Background: an optimization exercise with open tools, aiming at small area, a short achievable clock period and few clock cycles per item. Do not read the settings as production practice. In this exercise RTL edits were held to simulation tests only and were not proved equivalent to the original. No activity file was given, so power comes from the tool's default toggle rates.

==> flow/design.v <==
module seq_alu #(
    parameter int WIDTH   = 32,
    parameter int SHAMT_W = $clog2(WIDTH)
) (
    input  logic               clock_i,
    input  logic               reset_n_i,
    input  logic               start_i,
    input  logic [4:0]         opcode_i,
    input  logic [WIDTH-1:0]   a_i,
    input  logic [WIDTH-1:0]   b_i,
    output logic               ready_o,
    output logic               valid_o,
    output logic [2*WIDTH-1:0] result_o,
    output logic               zero_o,
    output logic               negative_o,
    output logic               div_by_zero_o,
    output logic               illegal_op_o
);
    localparam logic [4:0] OP_ADD  = 5'b00011, OP_SUB  = 5'b00100, OP_SHR  = 5'b00101,
                           OP_SHRA = 5'b00110, OP_SHL  = 5'b00111, OP_ROR  = 5'b01000,
                           OP_ROL  = 5'b01001, OP_AND  = 5'b01010, OP_OR   = 5'b01011,
                           OP_ADDI = 5'b01100, OP_ANDI = 5'b01101, OP_ORI  = 5'b01110,
                           OP_MUL  = 5'b01111, OP_DIV  = 5'b10000, OP_NEG  = 5'b10001,
                           OP_NOT  = 5'b10010;
    function automatic logic [4:0] lzc32(input logic [31:0] v);
        logic [15:0] v1; logic [15:0] c1;
        logic [7:0]  v2; logic [15:0] c2;
        logic [3:0]  v3; logic [11:0] c3;
        logic [1:0]  v4; logic [7:0]  c4;
        for (int i = 0; i < 16; i++) begin
            v1[i] = v[2*i+1] | v[2*i];
            c1[i] = ~v[2*i+1];
        end
        for (int i = 0; i < 8; i++) begin
            v2[i] = v1[2*i+1] | v1[2*i];
            c2[2*i+:2] = v1[2*i+1] ? {1'b0, c1[2*i+1]} : {1'b1, c1[2*i]};
        end
        for (int i = 0; i < 4; i++) begin
            v3[i] = v2[2*i+1] | v2[2*i];
            c3[3*i+:3] = v2[2*i+1] ? {1'b0, c2[2*(2*i+1)+:2]} : {1'b1, c2[2*(2*i)+:2]};
        end
        for (int i = 0; i < 2; i++) begin
            v4[i] = v3[2*i+1] | v3[2*i];
            c4[4*i+:4] = v3[2*i+1] ? {1'b0, c3[3*(2*i+1)+:3]} : {1'b1, c3[3*(2*i)+:3]};
        end
        lzc32 = v4[1] ? {1'b0, c4[7:4]} : {1'b1, c4[3:0]};
    endfunction
    function automatic logic [4:0] lsm1(input logic [31:0] x);
        lsm1 = lzc32({x[30:0] ^ {31{x[31]}}, 1'b1});
    endfunction
    function automatic logic [31:0] lowmask(input logic [5:0] n);    
        logic [1:0]  t1; logic [3:0] t2; logic [7:0] t3; logic [15:0] t4; logic [31:0] t5;
        t1 = {1'b0, n[0]};
        t2 = {{2{n[1]}} & t1, {2{n[1]}} | t1};
        t3 = {{4{n[2]}} & t2, {4{n[2]}} | t2};
        t4 = {{8{n[3]}} & t3, {8{n[3]}} | t3};
        t5 = {{16{n[4]}} & t4, {16{n[4]}} | t4};
        lowmask = {32{n[5]}} | t5;
    endfunction
    logic        s1_q;                 
    logic [31:0] a_q, b_q;             
    logic [4:0]  za_q, zb_q;           
    logic [4:0]  ra_q;                 
    logic [5:0]  sh_q;                 
    logic        g_xa, g_arith, g_inv, g_top, g_low, g_shra, g_sh, g_and, g_or, g_not;
    logic        g_mul, g_divn, g_dbz, g_ill, g_done;
    logic        st_mul, st_al1, st_al2, st_norm, st_div, st_cor, st_fxq, st_fxr;
    logic [31:0] h_q, l_q;             
    logic [4:0]  cnt_q;                
    logic        last_q, rz_q, negq_q, negr_q, rneg_q;
    logic        b1_q, b2_q, bn_q;     
    logic        valid_q, wide_q, dbz_q, ill_q, zh_q;
    logic        xh, yb, xinv, yinv;
    logic [33:0] ax, ay, sum;
    always_comb begin
        xh   = st_mul | st_cor | st_fxr;
        yb   = g_arith | st_div | st_cor;
        xinv = g_divn | st_fxq | st_fxr;
        yinv = bn_q | g_inv | (st_div & (rneg_q ~^ b_q[31])) | (st_cor & b_q[31]);
        ax   = ({34{g_xa}} & {{2{a_q[31]}}, a_q}) | ({34{xh}} & {{2{h_q[31]}}, h_q}) |
               ({34{st_div}} & {h_q[31], h_q, l_q[31]}) | ({34{st_fxq}} & {2'b00, l_q});
        ay   = ({34{b1_q}} & {{2{a_q[31]}}, a_q}) | ({34{b2_q}} & {a_q[31], a_q, 1'b0}) |
               ({34{yb}} & {{2{b_q[31]}}, b_q});
        sum  = (ax ^ {34{xinv}}) + (ay ^ {34{yinv}}) + {33'd0, xinv | yinv};
    end
    logic [31:0] rot_in, rot_out, lowm, topm, msk, sh_out;
    logic        fill, use_top, use_low;
    assign lowm = lowmask(sh_q);
    always_comb for (int i = 0; i < 32; i++) topm[i] = lowm[31-i];
    always_comb begin
        rot_in  = st_al1 ? ((h_q & lowm) | (l_q & ~lowm)) : st_al2 ? h_q : a_q;
        use_top = g_top | st_al2;
        use_low = g_low | st_norm;
        fill    = (g_shra & a_q[31]) | (st_al2 & h_q[31]);
    end
    logic [31:0] r1, r2, r3, r4;
    assign r1      = ra_q[0] ? {rot_in[0], rot_in[31:1]} : rot_in;
    assign r2      = ra_q[1] ? {r1[1:0], r1[31:2]} : r1;
    assign r3      = ra_q[2] ? {r2[3:0], r2[31:4]} : r2;
    assign r4      = ra_q[3] ? {r3[7:0], r3[31:8]} : r3;
    assign rot_out = ra_q[4] ? {r4[15:0], r4[31:16]} : r4;
    assign msk     = ({32{use_top}} & topm) | ({32{use_low}} & lowm);
    assign sh_out  = (rot_out & ~msk) | ({32{fill}} & msk);
    logic        sel_sum, sel_sh;
    logic [31:0] res_l;
    always_comb begin
        sel_sum = g_arith | st_fxq;
        sel_sh  = g_sh | st_norm | st_al1;
        res_l   = ({32{sel_sum}} & sum[31:0]) | ({32{sel_sh}} & sh_out) |
                  ({32{g_and}} & (a_q & b_q)) | ({32{g_or}} & (a_q | b_q)) |
                  ({32{g_not}} & ~b_q) | {32{g_dbz}};
    end
    logic [4:0]  zm;
    logic        mrz, dlo, dhi;
    logic [4:0]  kd;                   
    logic [4:0]  mr;                   
    logic [6:0]  s_raw;
    logic [4:0]  s_neg;
    logic [5:0]  s_div;
    logic [4:0]  ra_div;
    always_comb begin
        zm     = zb_q;
        mrz    = zm[4:1] <= 4'd2;
        kd     = mrz ? 5'd15 : {1'b0, ~zm[4:1]};
        mr     = mrz ? 5'd0 : {zm[4:1], 1'b0};
        s_raw  = {2'b00, za_q} - {2'b00, zb_q} - {6'd0, a_q[31]} + 7'd31;
        s_neg  = zb_q - za_q + {4'd0, a_q[31]} + 5'd1;         
        dlo    = s_raw[6];
        dhi    = ~s_raw[6] & (s_raw[5] & (s_raw[4:0] != 5'd0));
        s_div  = dlo ? 6'd0 : dhi ? 6'd32 : s_raw[5:0];
        ra_div = (dlo | dhi) ? 5'd0 : s_neg;
    end
    logic done, done_rdy, s1_free, accept, mul_next, last_mul;
    assign last_mul = st_mul & last_q;
    logic div_rneg;                    
    assign div_rneg = sum[33];
    assign done_rdy = g_done | st_al2 | (st_norm & sh_q[5] & ~negq_q & ~negr_q) |
                      (st_cor & ~negq_q & ~negr_q) | (st_fxq & ~negr_q) | st_fxr;
    assign done     = done_rdy | (st_div & last_q & ~div_rneg & ~negq_q & ~negr_q);
    assign s1_free  = ~s1_q | done_rdy;
    assign ready_o  = s1_free;
    assign accept   = start_i & s1_free;
    assign mul_next = (g_mul & (kd != 5'd0)) | (st_mul & ~last_q);
    logic d_add, d_sub, d_neg, d_shr, d_shra, d_shl, d_rot, d_and, d_or, d_not, d_mul, d_div, d_bz;
    always_comb begin
        d_add  = (opcode_i == OP_ADD) | (opcode_i == OP_ADDI);
        d_sub  = opcode_i == OP_SUB;
        d_neg  = opcode_i == OP_NEG;
        d_shr  = opcode_i == OP_SHR;
        d_shra = opcode_i == OP_SHRA;
        d_shl  = opcode_i == OP_SHL;
        d_rot  = (opcode_i == OP_ROR) | (opcode_i == OP_ROL);
        d_and  = (opcode_i == OP_AND) | (opcode_i == OP_ANDI);
        d_or   = (opcode_i == OP_OR) | (opcode_i == OP_ORI);
        d_not  = opcode_i == OP_NOT;
        d_mul  = opcode_i == OP_MUL;
        d_div  = opcode_i == OP_DIV;
        d_bz   = b_i == 32'd0;
    end
    logic [4:0] la, lb;
    logic       sw_i;
    logic [1:0] mp01;
    always_comb begin
        la   = lsm1(a_i);
        lb   = lsm1(b_i);
        sw_i = d_mul & ((&a_i[31:16]) | ~(|a_i[31:16])) & ~((&b_i[31:16]) | ~(|b_i[31:16]));
        mp01 = sw_i ? a_i[1:0] : b_i[1:0];
    end
    always_ff @(posedge clock_i or negedge reset_n_i) begin
        if (!reset_n_i) begin
            s1_q    <= 1'b0;
            valid_q <= 1'b0;
            g_mul   <= 1'b0;
            g_divn  <= 1'b0;
            g_done  <= 1'b0;
            st_mul  <= 1'b0;
            st_al1  <= 1'b0;
            st_al2  <= 1'b0;
            st_norm <= 1'b0;
            st_div  <= 1'b0;
            st_cor  <= 1'b0;
            st_fxq  <= 1'b0;
            st_fxr  <= 1'b0;
        end else begin
            valid_q <= done;
            if (accept)    s1_q <= 1'b1;
            else if (done) s1_q <= 1'b0;
            g_mul   <= accept & d_mul;
            g_divn  <= accept & d_div & ~d_bz;
            g_done  <= accept & ~d_mul & ~(d_div & ~d_bz);
            st_mul  <= mul_next;
            st_al1  <= (g_mul & (kd == 5'd0)) | (last_mul & ~rz_q);
            st_al2  <= st_al1 | (last_mul & rz_q);
            st_norm <= g_divn;
            st_div  <= (st_norm & ~sh_q[5]) | (st_div & ~last_q);
            st_cor  <= st_div & last_q & div_rneg;
            st_fxq  <= (((st_norm & sh_q[5]) | (st_div & last_q & ~div_rneg)) | st_cor) & negq_q;
            st_fxr  <= ((((st_norm & sh_q[5]) | (st_div & last_q & ~div_rneg)) | st_cor) & ~negq_q & negr_q) |
                       (st_fxq & negr_q);
        end
    end
    always_ff @(posedge clock_i) begin
        g_xa    <= accept & (d_add | d_sub | (d_div & ~d_bz));
        g_arith <= accept & (d_add | d_sub | d_neg);
        g_inv   <= accept & (d_sub | d_neg);
        g_top   <= accept & (d_shr | d_shra);
        g_low   <= accept & d_shl;
        g_shra  <= accept & d_shra;
        g_sh    <= accept & (d_shr | d_shra | d_shl | d_rot);
        g_and   <= accept & d_and;
        g_or    <= accept & d_or;
        g_not   <= accept & d_not;
        g_dbz   <= accept & d_div & d_bz;
        g_ill   <= accept & ((opcode_i < OP_ADD) | (opcode_i > OP_NOT));
        if (accept) begin
            a_q  <= sw_i ? b_i : a_i;
            b_q  <= sw_i ? a_i : b_i;
            za_q <= la;
            zb_q <= sw_i ? la : lb;
            ra_q <= ((opcode_i == OP_SHL) | (opcode_i == OP_ROL)) ? 5'(-b_i[4:0]) : b_i[4:0];
            sh_q <= {1'b0, b_i[4:0]};
        end else if (g_mul) begin
            ra_q <= mr;
            sh_q <= {1'b0, mr};
        end else if (g_divn) begin
            if (a_q[31]) a_q <= sum[31:0];             
            ra_q <= ra_div;
            sh_q <= s_div;
        end
        if (g_mul | g_divn | g_done) begin
            wide_q <= g_mul;
            dbz_q  <= g_dbz;
            ill_q  <= g_ill;
            zh_q   <= 1'b1;
            negq_q <= a_q[31] ^ b_q[31];
            negr_q <= a_q[31];
            cnt_q  <= g_mul ? kd - 5'd1 : ~s_div[4:0];
            last_q <= kd == 5'd1;
            rz_q   <= mrz;
        end else if (st_norm) begin
            last_q <= cnt_q == 5'd0;
            rneg_q <= 1'b0;
        end else if (st_mul | st_div) begin
            cnt_q  <= cnt_q - 5'd1;
            last_q <= cnt_q == 5'd1;
            rneg_q <= div_rneg;
        end else if (st_al2) begin
            zh_q   <= sh_out == 32'd0;
        end
        if (accept) begin
            b1_q <= d_mul & mp01[0];
            b2_q <= d_mul & mp01[1] & ~mp01[0];
            bn_q <= d_mul & mp01[1];
        end else if (g_mul) begin
            b1_q <= mul_next & (b_q[2] ^ b_q[1]);
            b2_q <= mul_next & ((b_q[3] & ~b_q[2] & ~b_q[1]) | (~b_q[3] & b_q[2] & b_q[1]));
            bn_q <= mul_next & b_q[3];
        end else begin
            b1_q <= mul_next & (l_q[2] ^ l_q[1]);
            b2_q <= mul_next & ((l_q[3] & ~l_q[2] & ~l_q[1]) | (~l_q[3] & l_q[2] & l_q[1]));
            bn_q <= mul_next & l_q[3];
        end
        if (g_divn | g_done) h_q <= {32{g_dbz}} & a_q;
        else if (g_mul | st_mul) h_q <= sum[33:2];
        else if (st_div | st_cor | st_fxr) h_q <= sum[31:0];
        else if (st_norm) h_q <= rot_out & msk;
        else if (st_al2)  h_q <= sh_out;
        if (g_mul)       l_q <= {sum[1:0], b_q[31:2]};
        else if (st_mul) l_q <= {sum[1:0], l_q[31:2]};
        else if (st_div) l_q <= {l_q[30:0], ~div_rneg};
        else if (g_done | st_fxq | st_norm | st_al1) l_q <= res_l;
    end
    assign valid_o       = valid_q;
    assign result_o      = {h_q, l_q};
    assign zero_o        = (l_q == 32'd0) & zh_q;
    assign negative_o    = wide_q ? h_q[31] : l_q[31];
    assign div_by_zero_o = dbz_q;
    assign illegal_op_o  = ill_q;
endmodule
==> flow/flow/run.sh <==
#!/bin/bash
# Standard ORFS layout (the standard.sh), with the port buffers made from the
# smallest buffer cell. The whole make output goes to standard.log.
set -o pipefail
export BUFFER_PORTS_ARGS="-buffer_cell sky130_fd_sc_hd__buf_1"
bash standard.sh > standard.log 2>&1
==> flow/standard.sh <==
#!/bin/bash
# synth_recipe.tcl (not shown) runs the flow's synth.tcl, then flattens the netlist and writes it again
# the make line also repeats each setting of config.mk as NAME=value (left out here)
make -C /OpenROAD-flow-scripts/flow DESIGN_CONFIG=/design/flow/config.mk WORK_HOME=/design/flow/orfs CLKGATE_MAP_FILE= SYNTH_SCRIPT=/design/flow/synth_recipe.tcl "${@:-finish}"
==> flow/config.mk <==
export PLATFORM = sky130hd
export DESIGN_NAME = seq_alu
export DESIGN_NICKNAME = seq_alu
export VERILOG_FILES = /design/flow/design.v
export SDC_FILE = /design/flow/constraint.sdc
export NUM_CORES = 4
export LEC_CHECK = 0
export ABC_AREA = 1
export CAP_MARGIN = 20
export CORE_MARGIN = 2
export CORE_UTILIZATION = 40
export PLACE_DENSITY = 0.8
export SETUP_SLACK_MARGIN = 4.2
export SLEW_MARGIN = 20
==> flow/constraint.sdc <==
create_clock -name core_clock -period 8.0 [get_ports {clock_i}]
set_input_delay 1.6000 -clock core_clock [delete_from_list [all_inputs] [get_ports {clock_i}]]
set_output_delay 1.6000 -clock core_clock [all_outputs]
set_load 0.01 [all_outputs]
==> out/results.tsv, run 1 <==
metric	value	unit
cts bufs inserted	17	
Post-Synthesis Cells	3253	
Worst Setup Start Kind	register	
I/O pin count	142	
via count	26355	
commonest non-fill, non-tap cells in the layout	663 x nand2_1, 489 x nand3_1, 332 x inv_1	
first-pass GRT wire length	153000	microns
final hold violations	0	
mean area per synthesized cell	6.45	sq um
slack of the critical path	3.95	ns
Clock Sinks	191	
total power	2.09	mW
worst r2r src	st_cor$_DFF_PN0_	
ANT nets after route	0	
fin nets	3549	
peak supply drop	0.115	mV
die area	0.0543	sq mm
worst relative slew slack	0.300	
worst flop-to-flop path endpoint	h_q[30]$_DFFE_PP_	
Yosys reg bits	191	
Cell variety after synth	69	
CP max stage delay	0.49	ns
Post-synth EDFFs	161	
Initial Utilization	0.407	
core footprint	0.0516	sq mm
IO buf count	141	
GP Congestion	1.04	
origin of the worst min-delay path	g_ill$_DFF_P_	
reg2reg path depth	21	
crit path time final	4.05	ns
synthesis-to-layout area growth	21.2	%
top cell type's share of synthesized area	0.230	
Routed WL	108000	microns
Top FF cell, synth	edfxtp_1	
final setup vio count	0	
crit path DAT	4.27	ns
worst path buffer plus inverter count	4	
Ant. Diodes	0	
WHS Endpoint	ill_q$_DFFE_PN_	
status	no timing/DRC/antenna violations	
Final period util	0.507	
CTS max path bufs	2	
Yosys Warn Count	1	
GRT Total Usage	0.380	
P_leak	10.8	nW
CTS H-tree lvls	4	
CP Capture Type	register	
row cnt	83	
Via density	6.42	
crit path cell chain	buf_6 > a211o_1 > clkinvlp_4 > nand2_8 > xor2_4 > fa_2 > inv_2 > fa_2 > nand3b_1 > nand2_2 > a21oi_4 > o21ai_4 > nand2_1 > nand2_2 > a31oi_4 > o21ai_4 > buf_4 > a21oi_1 > nand2_1 > nand3_1 > a31oi_1	
antenna violations before repair	0	
Syn Nets	3392	
clock skew	0.0232	ns
share of cells above drive strength 1	0.153	
worst path required time	8.22	ns
post-synthesis sequential area ratio	0.262	
ranking of synthesized cells by area	edfxtp_1 23%, nand2_1 13%, nand3_1 12%	
RSZ-0062 raised after global routing	true	
leading cell type in the layout, fill and taps excluded	nand2_1	
setup TNS	0	ns
CTS Hold Bufs	0	
Reg2Reg Setup Slack	3.95	ns
Die Y	233	microns
vias in the first global route	23660	
worst skew pair latency	0.48	ns
ys async rst share	0.0681	
drt first pass iters	8	
Synth Cell Area	0.0210	sq mm
Fmax	247	MHz
Max Cap Viol	0	
WS Path Type	register to register	
DP HPWL	79500	microns
DIE WIDTH	233	microns
worst hold path class	register to register	
slowest CP cell	dfrtp_2	
Initial DRC Count	4111	
CTS tree	done	
global route overflow	0	
Hold Path Depth	0	
largest area contributor in the netlist	edfxtp_1	
clk slew on worst S/H paths	0.10	ns
critical path fanouts, max	6	
Root Buffer	clkbuf_16	
fin. max-slew vios	0	
delay-heaviest family, CP	compound AO/OA/AOI/OAI gates	
largest net degree at the start of global routing	76	
Setup WS pre-CTS	3.11	ns
Slew @ Worst Pin	1.05	ns
DRC	0	
per-cell routed wire length	26.3	microns
pwr dens	82.3	mW/mm^2
==> cell families after synthesis <==
| logic type | count (synthesis) | synth area share |
|---|---|---|
| AOI/OAI and AO/OA | 838 | 0.236 |
| xor gates and xnor gates | 102 | 0.0426 |
| adders and majority gates | 67 | 0.0421 |
| buffers and inverters | 550 | 0.102 |
| DFF | 191 | 0.262 |
| and+or+nand+nor | 1505 | 0.316 |
==> cell type report <==
cell class,instances,area (sq um)
fillers,5056,26200
clock buffers,17,425
flip-flops and latches,191,5510
clock inverters,15,189
repair inverters,6,45.0
well taps,680,851
repair buffers,309,2020
inverters,370,1470
multi-input cells,2515,14900
==> through the flow <==
step,cells,instance area (sq um),hold WS [ns],utilization
finish,4103,25400,0.400,0.493
floorplan,3253,21000,0.386,-
global route,4103,25400,0.420,0.493
global placement,3934,22000,0.387,0.426
detailed placement,3934,22000,0.389,0.426
CTS,4035,23700,0.399,0.460
==> Yosys cell counts, types with 13 or more instances <==
| library cell | n |
|---|---|
| nand3_1 | 510 |
| o211ai_1 | 41 |
| nor2_1 | 165 |
| o22ai_1 | 69 |
| nand4_1 | 33 |
| o21ai_2 | 13 |
| dfxtp_1 | 17 |
| o21ai_0 | 322 |
| a21oi_1 | 233 |
| nor4_1 | 14 |
| xnor2_1 | 45 |
| nand3b_1 | 18 |
| inv_1 | 358 |
| o2111ai_1 | 20 |
| ha_1 | 61 |
| buf_1 | 21 |
| nand2_1 | 710 |
| dfrtp_1 | 13 |
| o2111a_1 | 21 |
| clkbuf_1 | 125 |
| edfxtp_1 | 161 |
| xor2_1 | 57 |
| nor3_1 | 22 |
| o21ai_1 | 18 |
| o221ai_1 | 20 |
| buf_2 | 30 |
| a22oi_1 | 15 |
==> how the worst max path moves through the flow <==
stage	start	to	slack, ns	cells past startpoint
global placement	st_cor$_DFF_PN0_	s1_q$_DFFE_PN0P_	3.23	20
global route	b_q[31]$_DFFE_PP_	h_q[20]$_DFFE_PP_	3.84	20
finish	st_cor$_DFF_PN0_	h_q[30]$_DFFE_PP_	3.95	21
floorplan	st_mul$_DFF_PN0_	l_q[22]$_DFFE_PP_	4.20	23
CTS	l_q[11]$_DFFE_PP_	zero_o	4.06	6
detailed placement	st_cor$_DFF_PN0_	s1_q$_DFFE_PN0P_	3.11	20
==> timing repair <==
action / CTS / global route
hold endpoints to repair: 0 / 0
setup endpoints to repair: 108 / 132
resized for setup: 132 / 258
cloned: 7 / 4
pin swaps: 35 / 101
setup buffers: 62 / 64
==> report_power, final <==
group	internal, mW	leakage [nW]	total (mW)	switching, mW
Sequential	1.07	1.72	1.07	0
Clock	0.428	0.298	0.907	0.479
Combinational	0.0361	8.82	0.120	0.0841
==> registers in the layout, indices dropped and copies added (netlist names), 5 cells and up <==
| register | count |
|---|---|
| cnt_q | 5 |
| za_q | 5 |
| l_q | 32 |
| zb_q | 5 |
| ra_q | 5 |
| sh_q | 6 |
| a_q | 32 |
| b_q | 32 |
| h_q | 32 |
==> layer usage <==
| layer | track usage | share of wire | vias to the layer above |
|---|---|---|---|
| met3 | 0.0980 | 0.14 | 503 |
| met4 | 0.217 | 0.080 | 0 |
| met1 | 0.498 | 0.37 | 11996 |
| li1 | - | - | 11653 |
| met5 | 0 | 0 | - |
| met2 | 0.566 | 0.41 | 2203 |
Testbench counts, summed over its fixed seeds: cycles 21,831, ops 4,800.
==> run 2, diff against run 1 <==
--- a/flow/design.v
+++ b/flow/design.v
@@ -68,7 +68,8 @@
     logic [31:0] h_q, l_q;             
     logic [4:0]  cnt_q;                
     logic        last_q, rz_q, negq_q, negr_q, rneg_q;
-    logic        b1_q, b2_q, bn_q;     
+    logic        swap_q;               
+    logic        b1a_q, b2a_q, b1b_q, b2b_q, bn_q;    
     logic        valid_q, wide_q, dbz_q, ill_q, zh_q;
     logic        xh, yb, xinv, yinv;
     logic [33:0] ax, ay, sum;
@@ -79,8 +80,8 @@
         yinv = bn_q | g_inv | (st_div & (rneg_q ~^ b_q[31])) | (st_cor & b_q[31]);
         ax   = ({34{g_xa}} & {{2{a_q[31]}}, a_q}) | ({34{xh}} & {{2{h_q[31]}}, h_q}) |
                ({34{st_div}} & {h_q[31], h_q, l_q[31]}) | ({34{st_fxq}} & {2'b00, l_q});
-        ay   = ({34{b1_q}} & {{2{a_q[31]}}, a_q}) | ({34{b2_q}} & {a_q[31], a_q, 1'b0}) |
-               ({34{yb}} & {{2{b_q[31]}}, b_q});
+        ay   = ({34{b1a_q}} & {{2{a_q[31]}}, a_q}) | ({34{b2a_q}} & {a_q[31], a_q, 1'b0}) |
+               ({34{b1b_q | yb}} & {{2{b_q[31]}}, b_q}) | ({34{b2b_q}} & {b_q[31], b_q, 1'b0});
         sum  = (ax ^ {34{xinv}}) + (ay ^ {34{yinv}}) + {33'd0, xinv | yinv};
     end
     logic [31:0] rot_in, rot_out, lowm, topm, msk, sh_out;
@@ -141,6 +142,10 @@
     assign ready_o  = s1_free;
     assign accept   = start_i & s1_free;
     assign mul_next = (g_mul & (kd != 5'd0)) | (st_mul & ~last_q);
+    logic [31:0] mq;
+    logic [2:0]  nx;
+    assign mq = swap_q ? a_q : b_q;
+    assign nx = g_mul ? mq[3:1] : l_q[3:1];
     logic d_add, d_sub, d_neg, d_shr, d_shra, d_shl, d_rot, d_and, d_or, d_not, d_mul, d_div, d_bz;
     always_comb begin
         d_add  = (opcode_i == OP_ADD) | (opcode_i == OP_ADDI);
@@ -163,7 +168,7 @@
     always_comb begin
         la   = lsm1(a_i);
         lb   = lsm1(b_i);
-        sw_i = d_mul & ((&a_i[31:16]) | ~(|a_i[31:16])) & ~((&b_i[31:16]) | ~(|b_i[31:16]));
+        sw_i = d_mul & (la > lb);
         mp01 = sw_i ? a_i[1:0] : b_i[1:0];
     end
     always_ff @(posedge clock_i or negedge reset_n_i) begin
@@ -213,8 +218,8 @@
         g_dbz   <= accept & d_div & d_bz;
         g_ill   <= accept & ((opcode_i < OP_ADD) | (opcode_i > OP_NOT));
         if (accept) begin
-            a_q  <= sw_i ? b_i : a_i;
-            b_q  <= sw_i ? a_i : b_i;
+            a_q  <= a_i;
+            b_q  <= b_i;
             za_q <= la;
             zb_q <= sw_i ? la : lb;
             ra_q <= ((opcode_i == OP_SHL) | (opcode_i == OP_ROL)) ? 5'(-b_i[4:0]) : b_i[4:0];
@@ -248,24 +253,25 @@
             zh_q   <= sh_out == 32'd0;
         end
         if (accept) begin
-            b1_q <= d_mul & mp01[0];
-            b2_q <= d_mul & mp01[1] & ~mp01[0];
-            bn_q <= d_mul & mp01[1];
-        end else if (g_mul) begin
-            b1_q <= mul_next & (b_q[2] ^ b_q[1]);
-            b2_q <= mul_next & ((b_q[3] & ~b_q[2] & ~b_q[1]) | (~b_q[3] & b_q[2] & b_q[1]));
-            bn_q <= mul_next & b_q[3];
+            swap_q <= sw_i;
+            b1a_q  <= d_mul & ~sw_i & mp01[0];
+            b2a_q  <= d_mul & ~sw_i & mp01[1] & ~mp01[0];
+            b1b_q  <= d_mul & sw_i & mp01[0];
+            b2b_q  <= d_mul & sw_i & mp01[1] & ~mp01[0];
+            bn_q   <= d_mul & mp01[1];
         end else begin
-            b1_q <= mul_next & (l_q[2] ^ l_q[1]);
-            b2_q <= mul_next & ((l_q[3] & ~l_q[2] & ~l_q[1]) | (~l_q[3] & l_q[2] & l_q[1]));
-            bn_q <= mul_next & l_q[3];
+            b1a_q  <= mul_next & ~swap_q & (nx[1] ^ nx[0]);
+            b2a_q  <= mul_next & ~swap_q & ((nx[2] & ~nx[1] & ~nx[0]) | (~nx[2] & nx[1] & nx[0]));
+            b1b_q  <= mul_next & swap_q & (nx[1] ^ nx[0]);
+            b2b_q  <= mul_next & swap_q & ((nx[2] & ~nx[1] & ~nx[0]) | (~nx[2] & nx[1] & nx[0]));
+            bn_q   <= mul_next & nx[2];
         end
         if (g_divn | g_done) h_q <= {32{g_dbz}} & a_q;
         else if (g_mul | st_mul) h_q <= sum[33:2];
         else if (st_div | st_cor | st_fxr) h_q <= sum[31:0];
         else if (st_norm) h_q <= rot_out & msk;
         else if (st_al2)  h_q <= sh_out;
-        if (g_mul)       l_q <= {sum[1:0], b_q[31:2]};
+        if (g_mul)       l_q <= {sum[1:0], mq[31:2]};
         else if (st_mul) l_q <= {sum[1:0], l_q[31:2]};
         else if (st_div) l_q <= {l_q[30:0], ~div_rneg};
         else if (g_done | st_fxq | st_norm | st_al1) l_q <= res_l;
==> flow/run.sh (new file) <==
#!/bin/bash
# synth_recipe.tcl (not shown) runs the flow's synth.tcl, then flattens the netlist and writes it again
# the make line also repeats each setting of config.mk as NAME=value (left out here)
make -C /OpenROAD-flow-scripts/flow DESIGN_CONFIG=/design/flow/config.mk WORK_HOME=/design/flow/orfs CLKGATE_MAP_FILE= SYNTH_SCRIPT=/design/flow/synth_recipe.tcl finish
--- a/flow/config.mk
+++ b/flow/config.mk
@@ -9,6 +9,5 @@
 export CAP_MARGIN = 20
 export CORE_MARGIN = 2
 export CORE_UTILIZATION = 40
-export PLACE_DENSITY = 0.8
-export SETUP_SLACK_MARGIN = 4.2
+export SETUP_SLACK_MARGIN = 4
 export SLEW_MARGIN = 20
removed: flow/flow/run.sh
removed: flow/standard.sh
==> out/results.tsv, run 2 <==
metric	value	unit	change
CTS max path bufs	2		unchanged
peak supply drop	0.145	mV	was 0.115 mV
critical path fanouts, max	5		was 6
worst path required time	8.23	ns	was 8.22 ns
WS Path Type	register to register		unchanged
Initial Utilization	0.406		was 0.407
setup TNS	0	ns	unchanged
worst hold path class	register to register		unchanged
crit path DAT	4.43	ns	was 4.27 ns
share of cells above drive strength 1	0.186		was 0.153
CP max stage delay	0.45	ns	was 0.49 ns
die area	0.0542	sq mm	was 0.0543 sq mm
Routed WL	120000	microns	was 108000 microns
Placed Instances	3902		was 3934
crit path cell chain	nor2_1 > inv_1 > nor3_2 > buf_6 > clkinvlp_4 > nand2_2 > o2111ai_4 > xor2_2 > buf_4 > fa_2 > nand3b_1 > nand2_2 > a21oi_4 > o21ai_4 > a21boi_4 > o21ai_2 > a21oi_2 > buf_6 > o21ai_4 > nand2_2 > nand3_2 > nand2_2 > o21ai_1 > o21ai_1		was buf_6 > a211o_1 > clkinvlp_4 > nand2_8 > xor2_4 > fa_2 > inv_2 > fa_2 > nand3b_1 > nand2_2 > a21oi_4 > o21ai_4 > nand2_1 > nand2_2 > a31oi_4 > o21ai_4 > buf_4 > a21oi_1 > nand2_1 > nand3_1 > a31oi_1
switching part of the total	0.274		was 0.269
Die Y	233	microns	about the same
Clock Sinks	194		was 191
largest net degree at the start of global routing	64		was 76
fin nets	3547		was 3549
worst hold slack	0.421	ns	was 0.400 ns
via count	27024		was 26355
RSZ-0062 raised after global routing	true		unchanged
DIE WIDTH	233	microns	about the same
P_leak	11.8	nW	was 10.8 nW
GRT Total Usage	0.425		was 0.380
Via density	6.59		was 6.42
final setup vio count	0		unchanged
Post-synth EDFFs	162		was 161
leading cell type in the layout, fill and taps excluded	nand2_1		unchanged
Ant. Diodes	0		unchanged
DRC	0		unchanged
pwr dens	81.2	mW/mm^2	was 82.3 mW/mm^2
top cell type's share of synthesized area	0.232		was 0.230
CTS tree	done		unchanged
global route overflow	0		unchanged
Yosys Warn Count	1		unchanged
post-synthesis sequential area ratio	0.266		was 0.262
Max Cap Viol	0		unchanged
clock skew	0.0189	ns	was 0.0232 ns
IO buf count	141		unchanged
final hold violations	0		unchanged
CP Capture Type	register		unchanged
Combinational Power Share	0.082		was 0.057
Fmax	238	MHz	was 247 MHz
mean area per synthesized cell	6.51	sq um	was 6.45 sq um
Slew @ Worst Pin	1.34	ns	was 1.05 ns
ranking of synthesized cells by area	edfxtp_1 23%, nand2_1 13%, nand3_1 12%		unchanged
CTS H-tree lvls	4		unchanged
Syn Nets	3357		was 3392
core footprint	0.0515	sq mm	was 0.0516 sq mm
Internal	1.58	mW	was 1.53 mW
GP Congestion	1.05		was 1.04
worst path buffer plus inverter count	5		was 4
CTS Hold Bufs	0		unchanged
cts bufs inserted	17		unchanged
Psw	0.595	mW	was 0.563 mW
clk slew on worst S/H paths	0.09	ns	was 0.10 ns
non-filler cells in the finished layout	4099		was 4103
row cnt	83		unchanged
Root Buffer	clkbuf_16		unchanged
DP HPWL	90200	microns	was 79500 microns
fin. max-slew vios	0		unchanged
Final period util	0.525		was 0.507
status	no timing/DRC/antenna violations		unchanged
per-cell routed wire length	29.3	microns	was 26.3 microns
synthesis-to-layout area growth	27.8	%	was 21.2%
most frequent cell after synthesis	nand2_1		unchanged
Initial DRC Count	4386		was 4111
slowest CP cell	dfrtp_2		unchanged
Synth Cell Area	0.0209	sq mm	was 0.0210 sq mm
Worst Setup Start Kind	register		unchanged
delay-heaviest family, CP	compound AO/OA/AOI/OAI gates		unchanged
ys async rst share	0.0670		was 0.0681
vias in the first global route	24168		was 23660
Yosys reg bits	194		was 191
Top FF cell, synth	edfxtp_1		unchanged
I/O pin count	142		unchanged
worst relative slew slack	0.108		was 0.300
antenna violations before repair	1		was 0
commonest non-fill, non-tap cells in the layout	645 x nand2_1, 478 x nand3_1, 319 x inv_1		was 663 x nand2_1, 489 x nand3_1, 332 x inv_1
ANT nets after route	0		unchanged
Post-Synthesis Cells	3216		was 3253
commonest cells in the synthesized netlist	701 x nand2_1, 506 x nand3_1, 361 x inv_1, 262 x o21ai_0, 228 x a21oi_1		was 710 x nand2_1, 510 x nand3_1, 358 x inv_1, 322 x o21ai_0, 233 x a21oi_1
Cell variety after synth	62		was 69
worst skew pair latency	0.48	ns	about the same
drt first pass iters	14		was 8
clock share of power	0.420		was 0.433
first-pass GRT wire length	167000	microns	was 153000 microns
largest area contributor in the netlist	edfxtp_1		unchanged
Seq pwr share	0.498		was 0.509
crit path time final	4.20	ns	was 4.05 ns
crit-path most repeated cell	nand2_2		
-- run 2: cell types whose count changed in the layout (fill, tap and decap cells not counted), moves of 25 or more --
cell             previous run  this run
buf_1                     140         0
clkdlybuf4s50_1             0        88
o21ai_0                   297       201
buf_4                     135       175
nor2_1                    154       129
xor2_1                     48        76
-- run 2: worst register-to-register path: cells and delay by family (launching register included) --
kind            cells  cell delay, ns
compound gates      9            1.24
xor+xnor            1            0.18
fa+ha+maj           1            0.34
simple gates        8            1.04
flops               1            0.45
buf+inv             5            0.72
-- run 2: timing repair --
action,in CTS,in global routing
gates cloned,4,2
gates resized for setup,235,343
pin swaps,65,134
buffers inserted,74,83
setup endpoints to repair,114,91
-- run 2: per-stage QoR --
step	setup WS (ns)	cell area [sq um]	total power, mW	utilization
2_1_floorplan	3.93	21100	1.17	-
3_5_place_dp	1.66	22900	1.24	0.445
5_1_grt	3.68	26800	2.21	0.519
3_3_place_gp	1.75	22900	1.24	0.445
6_report	3.80	26800	2.17	0.519
4_1_cts	3.92	24800	2.13	0.481
-- run 2: per-layer routing --
metal / track usage / part of all wire / vias to the layer above
met5: 0 / 0 / -
met4: 0.266 / 0.080 / 0
met3: 0.0925 / 0.12 / 467
met2: 0.644 / 0.43 / 2296
met1: 0.549 / 0.37 / 12641
li1: - / - / 11620
-- run 2: path summary, 6_finish.rpt --
path | slack, ns | from | cells after the start | endpoint
worst min register to register | 0.42 | g_ill$_DFF_P_ | 0 | ill_q$_DFFE_PN_
worst min-delay path | 0.42 | g_ill$_DFF_P_ | 0 | ill_q$_DFFE_PN_
max in group asynchronous | 6.00 | reset_n_i | 1 | st_div$_DFF_PN0_
worst max-delay path | 3.80 | st_div$_DFF_PN0_ | 24 | l_q[22]$_DFFE_PP_
min in group asynchronous | 1.52 | reset_n_i | 1 | valid_q$_DFF_PN0_
worst max register to register | 3.80 | st_div$_DFF_PN0_ | 24 | l_q[22]$_DFFE_PP_
-- run 2: power groups by stage --
stage	registers (mW)	clock network [mW]	logic, mW
finish	1.08	0.913	0.178
CTS	1.08	0.902	0.151
global placement	1.10	0	0.136
floorplan	1.10	0	0.0670
detailed placement	1.10	0	0.140
global route	1.08	0.937	0.191
-- run 2: cells by family after synthesis --
family,share of synthesized area
AND/OR/NAND/NOR,0.313
buffers and inverters,0.102
flip-flops,0.266
adder cells (fa/ha/maj),0.0434
XOR/XNOR,0.0427
AO/OA/AOI/OAI,0.232
multiplexers,0.000538
-- run 2: cell type report --
| cell class | count | area (sq um) |
|---|---|---|
| flip-flops and latches | 194 | 5580 |
| well taps | 680 | 851 |
| repair inverters | 2 | 15.0 |
| multi-input cells | 2471 | 15000 |
| inverters | 370 | 1430 |
| clock inverters | 14 | 161 |
| repair buffers | 350 | 3270 |
| clock buffers | 18 | 429 |
| fillers | 5104 | 24800 |
Testbench counts of run 2, summed over its fixed seeds: cycles 21,518, ops 4,800.

[afterwards: timing with drivers on the ports]
In the flow no input, the clock included, has a driving cell. The finished layouts below were timed again as built, in two steps. Step 1 (the two cells are an assumption about what drives the block):
set clk [get_ports {clock_i}]
set_driving_cell -lib_cell sky130_fd_sc_hd__clkbuf_16 $clk
set_driving_cell -lib_cell sky130_fd_sc_hd__buf_2 [delete_from_list [all_inputs] $clk]
Step 2 adds t to the input delays and takes it off the output delays; t is the mean of the earliest and latest rising clock arrival at the registers after step 1. Input paths then give back, and output paths get back, about the clock's delay inside the block. a / b / c = no drivers / after step 1 / after step 2; a / b = the first two.
run | t (ns) | setup slack, ns | hold WS [ns]
run 1 | 0.524 | 3.948 / 3.948 / 3.834 | 0.400 / 0.400 / 0.400
run 2 | 0.522 | 3.802 / 3.802 / 3.376 | 0.421 / 0.421 / 0.421
After both steps setup and hold are still met in every run listed. For run 2, which loses most, drivers alone change the setup slack by 0.000 ns; drivers and shift together by -0.426 ns.
